This is an optimization exercise on Yosys and OpenROAD, whose aim is small area and a short achievable clock period, not a production implementation. Only simulation tests tie the RTL to the original design; equivalence was not proved. Power figures rest on the tool's default switching activity, not on a simulated workload.

Design scoreboard_ctrl, start of the top module:
module scoreboard_ctrl (
    input  logic               clk,
    input  logic               rst,
    input  sb_pkg::inst_word_t inst,
    input  logic               alu_done,
    input  logic               mem_done,
    input  logic               mul_done,
    input  logic               div_done,
    input  logic               jump_done,
    input  logic               is_jump,
    output logic               issue_en,
    output logic               alu_en,
    output logic               mem_en,
    output logic               mul_en,
    output logic               div_en,
    output logic               jump_en,
    output sb_pkg::op_code_t   disp_op,
    output sb_pkg::reg_idx_t   rs1_ctrl,
    output sb_pkg::reg_idx_t   rs2_ctrl,
    output logic               reg_write,
    output sb_pkg::fu_id_t     write_sel,
    output sb_pkg::reg_idx_t   rd_ctrl
);
Size in the first run: about 840 cells after synthesis, roughly 70 I/O pins, about 8800 um2 of cells after synthesis.
clock: 8.5 ns
lec_check: 0
cap_margin: 20
core_margin: 2
core_utilization: 40
cts_buf_list: sky130_fd_sc_hd__clkbuf_8
setup_slack_margin: 3.7
slew_margin: 20
synth_hierarchical: 1
standard.sh (not shown) runs the stock make flow with config.mk's settings and CLKGATE_MAP_FILE= SYNTH_SCRIPT=/design/flow/synth_recipe.tcl, a recipe that flattens the netlist after the stock synthesis.
==> flow/flow/run.sh <==
#!/bin/bash
# Layout: the standard ORFS flow, with the port buffers inserted at
# placement made of the smallest plain buffer (the resizer still sizes them up
# where timing or slew needs it). Make's full output goes to flow_make.log.
set -euo pipefail
export BUFFER_PORTS_ARGS="-buffer_cell sky130_fd_sc_hd__buf_1"
export RECOVER_POWER=30
bash standard.sh > flow_make.log 2>&1
The baseline reached the layout checks and failed them: max-capacitance violations, max-slew violations.
Next try:
--- a/flow/flow/run.sh
+++ b/flow/flow/run.sh
@@ -5,4 +5,3 @@
 set -euo pipefail
 export BUFFER_PORTS_ARGS="-buffer_cell sky130_fd_sc_hd__buf_1"
-export RECOVER_POWER=30
 bash standard.sh > flow_make.log 2>&1
Settings changed: SETUP_SLACK_MARGIN 3.7 to 3.8.
The changed run completed with no timing, DRC or antenna violations.
Utilization went up by 1.1 points.
Setup slack improves by 0.26 ns.
Sequential share of layout area went down by 0.97 points.
Power went up by about 3%.
Final area went up by 2.5%.
Flip-flop and latch count stays the same.
Worst hold slack improves by 0.0037 ns.
Global-route usage went up by 0.90 points.
Fmax went up by about 5%.
Non-clock buffer count went up by 7.
Register-to-register slack improves by 0.37 ns.
Next try:
Settings changed: CORE_UTILIZATION 40 to 35, SETUP_SLACK_MARGIN 3.8 to 3.7.
After rerunning: Clock-buffer cell count is unchanged. Routed wire length goes down by about 3%. Register-to-register slack is worse by 0.11 ns. Worst setup slack is worse by 0.027 ns. Power goes up by 0.76%. Design area is about the same. Synthesized area stays the same.
Next try:
--- a/flow/flow/run.sh
+++ b/flow/flow/run.sh
@@ -5,3 +5,4 @@
 set -euo pipefail
 export BUFFER_PORTS_ARGS="-buffer_cell sky130_fd_sc_hd__buf_1"
+export RECOVER_POWER=100
 bash standard.sh > flow_make.log 2>&1
Settings changed: CORE_UTILIZATION 35 to 40.
After rerunning: The new run finished with max-capacitance violations, max-slew violations left. Wire length hardly moves. Global-route usage came out higher by 2.1 points. Power came out lower by 4.8%. Flip-flop and latch count does not change. Synthesized cell count does not change. Setup slack degrades by 1.9 ns. First-iteration DRC count came out lower by 8.5%. Final cell count came out lower by 4.2%. Utilization came out higher by 3.5 points. Design area came out lower by 5.4%. Area after synthesis does not change.

* * *

exp/nickel:
Starting RTL as in the previous note.
clock: 8.5 ns
lec_check: 0
cap_margin: 20
core_margin: 2
core_utilization: 40
setup_slack_margin: 4
slew_margin: 20
synth_hierarchical: 1
run.sh (not shown) runs the stock make flow with config.mk's settings and CLKGATE_MAP_FILE= SYNTH_SCRIPT=/design/flow/synth_recipe.tcl, a recipe that flattens the netlist after the stock synthesis.
Stock flow here: none of the scripts above is used.
Input changes introduced in exp/amber (baseline for comparison: exp/nickel):
Settings: changing CORE_UTILIZATION from 40 to 45; changing SETUP_SLACK_MARGIN from 4 to 3.9; setting CTS_BUF_LIST to sky130_fd_sc_hd__clkbuf_8 for the first time.
==> flow/flow/run.sh (new file) <==
#!/bin/bash
# Layout: the standard ORFS flow, with the port buffers inserted at
# placement made of the smallest plain buffer (the resizer still sizes them up
# where timing or slew needs it). Make's full output goes to flow_make.log.
set -euo pipefail
export BUFFER_PORTS_ARGS="-buffer_cell sky130_fd_sc_hd__buf_1"
bash standard.sh > flow_make.log 2>&1
==> flow/standard.sh (new file) <==
#!/bin/bash
# synth_recipe.tcl (not shown) runs the flow's synth.tcl, then flattens the netlist and writes it again
# the make line also repeats each setting of config.mk as NAME=value (left out here)
make -C /OpenROAD-flow-scripts/flow DESIGN_CONFIG=/design/flow/config.mk WORK_HOME=/design/flow/orfs CLKGATE_MAP_FILE= SYNTH_SCRIPT=/design/flow/synth_recipe.tcl "${@:-finish}"
removed: flow/run.sh
## What came out
Startpoint of the most critical setup path = inst[29]: exp/nickel; startpoint of the most critical setup path = inst[2]: exp/amber
Delta (exp/amber minus exp/nickel): proportion of synthesized flip-flops having asynchronous set or reset now sits at about the same level; global-route wire length before repair now sits lower; sequential share of layout area now sits higher.
Looking at cell type of the slowest stage on the worst timing path, the or4_4 result is from exp/nickel; the and4bb_4 one comes from exp/amber.
Modified inputs, exp/ember compared to exp/amber
Settings: CORE_UTILIZATION changed from 45 to 40; CTS_BUF_LIST changed from sky130_fd_sc_hd__clkbuf_8 to sky130_fd_sc_hd__clkbuf_4 sky130_fd_sc_hd__clkbuf_8; SETUP_SLACK_MARGIN changed from 3.9 to 3.7; CTS_CLUSTER_SIZE newly set to 25; CTS_CLUSTER_DIAMETER newly set to 80.
--- outcome ---
Going from exp/amber to exp/ember, initial core utilization decreased by 5.1 points relative to the old numbers, worst path setup slack after routing decreased by 0.077 ns relative to the old numbers. Re critical path depth: exp/ember is 1 down on exp/amber. Of exp/amber and exp/ember, the higher routed wire length belongs to exp/amber. Number of gates resized after cts for exp/ember: 35 down relative to exp/amber. Going from exp/amber to exp/ember, actual slew at the worst max-slew pin grows by 0.034 ns. Going from exp/amber to exp/ember, cell area decreased by 230 um^2 relative to the old numbers; largest net degree at the start of global routing shows a reduction of 11%; shortest clock period the worst path allows after layout moved up; fraction of power consumed by sequential logic has increased. exp/ember: no failed stages, no open violations at the end.
Relative to exp/ember, the following input files were edited for exp/delta:
Settings: removing CTS_BUF_LIST (formerly sky130_fd_sc_hd__clkbuf_4 sky130_fd_sc_hd__clkbuf_8); removing CTS_CLUSTER_SIZE (formerly 25); removing CTS_CLUSTER_DIAMETER (formerly 80); changing CORE_UTILIZATION from 40 to 65; changing SETUP_SLACK_MARGIN from 3.7 to 4.
==> flow/run.sh (new file) <==
#!/bin/bash
# synth_recipe.tcl (not shown) runs the flow's synth.tcl, then flattens the netlist and writes it again
# the make line also repeats each setting of config.mk as NAME=value (left out here)
make -C /OpenROAD-flow-scripts/flow DESIGN_CONFIG=/design/flow/config.mk WORK_HOME=/design/flow/orfs CLKGATE_MAP_FILE= SYNTH_SCRIPT=/design/flow/synth_recipe.tcl finish
removed: flow/flow/run.sh
removed: flow/standard.sh
==> summary.txt <==
Looking at maximum number of pins on one net before global-route repair, exp/delta sits 18% higher than exp/ember does.
Initial cell density of the core in exp/delta is 26 points above exp/ember.
exp/delta — total routed wirelength 2200 um higher, exp/ember as reference
Between exp/ember and exp/delta, the cell count went down.
Summary of exp/delta over exp/ember: initial antenna violation count went up; final design instance area without fill went up; clock power share went up; worst setup slack after layout went down.
[inputs] exp/willow vs exp/delta
Settings: CORE_UTILIZATION now 40, was 65; SETUP_SLACK_MARGIN now 3.7, was 4.
==> summary.txt <==
- | power density of the placed cells | higher: exp/delta |
- In exp/willow, the HPWL reported at the end of detailed placement came out about 5.6% above the value in exp/delta.
- Compare exp/delta and exp/willow | first-pass GRT wire length higher: exp/delta
- | share of power burned in combinational logic | exp/willow vs exp/delta | 0.3 points higher |
- As far as critical path buffer and inverter count goes, exp/willow and exp/delta are indistinguishable; the numbers are identical.
- Of the two candidates, exp/delta has the worse total length of routed wires and exp/willow the better one.
- Compare exp/delta and exp/willow | total power higher: exp/delta
- When the final numbers for exp/delta and exp/willow were put side by side, the die area turned out to be smaller in exp/delta.
- met3 usage was higher in the run labelled exp/delta.
- Taking exp/delta as the reference point, the highest fanout seen on the critical path of exp/willow falls by 3.
- exp/delta and exp/willow ended up with nearly the same count of multi-input combinational gates.

port drivers added, routing unchanged:
How much do the figures lean on ideal ports? The routed layouts below were timed once more, with nothing changed but the port constraints. Step 1 sets driving cells, clkbuf_16 on the clock port and buf_2 on the other inputs (assumed; they add their load-dependent delay and slew). Step 2 moves the port delays by t, midway between the first and last clock arrival at a register: inputs arrive t later, outputs are due t later. That takes back most of the time a late clock gives input paths. Three values: no drivers, after step 1, after step 2; two values: the first two.
run	shift t [ns]	setup WS [ns]	worst slew at a driven data input, ns
the first run of note 1	0.498	3.413 / 3.370 / 3.300	0.06
the second run of note 1	0.506	3.669 / 3.644 / 3.371	0.05
the third run of note 1	0.500	3.642 / 3.609 / 3.487	0.06
the fourth run of note 1	0.498	1.788 / 1.808 / 1.310	0.06
exp/nickel	0.483	3.663 / 3.629 / 3.629	0.06
exp/amber	0.499	3.697 / 3.657 / 3.530	0.05
exp/ember	0.501	3.620 / 3.581 / 3.302	0.06
exp/delta	0.470	3.454 / 3.432 / 3.432	0.05
exp/willow	0.469	3.648 / 3.626 / 3.391	0.05
The setup slack of the fourth run of note 1, which loses most, moves by +0.020 ns with the drivers and by -0.478 ns with both steps.
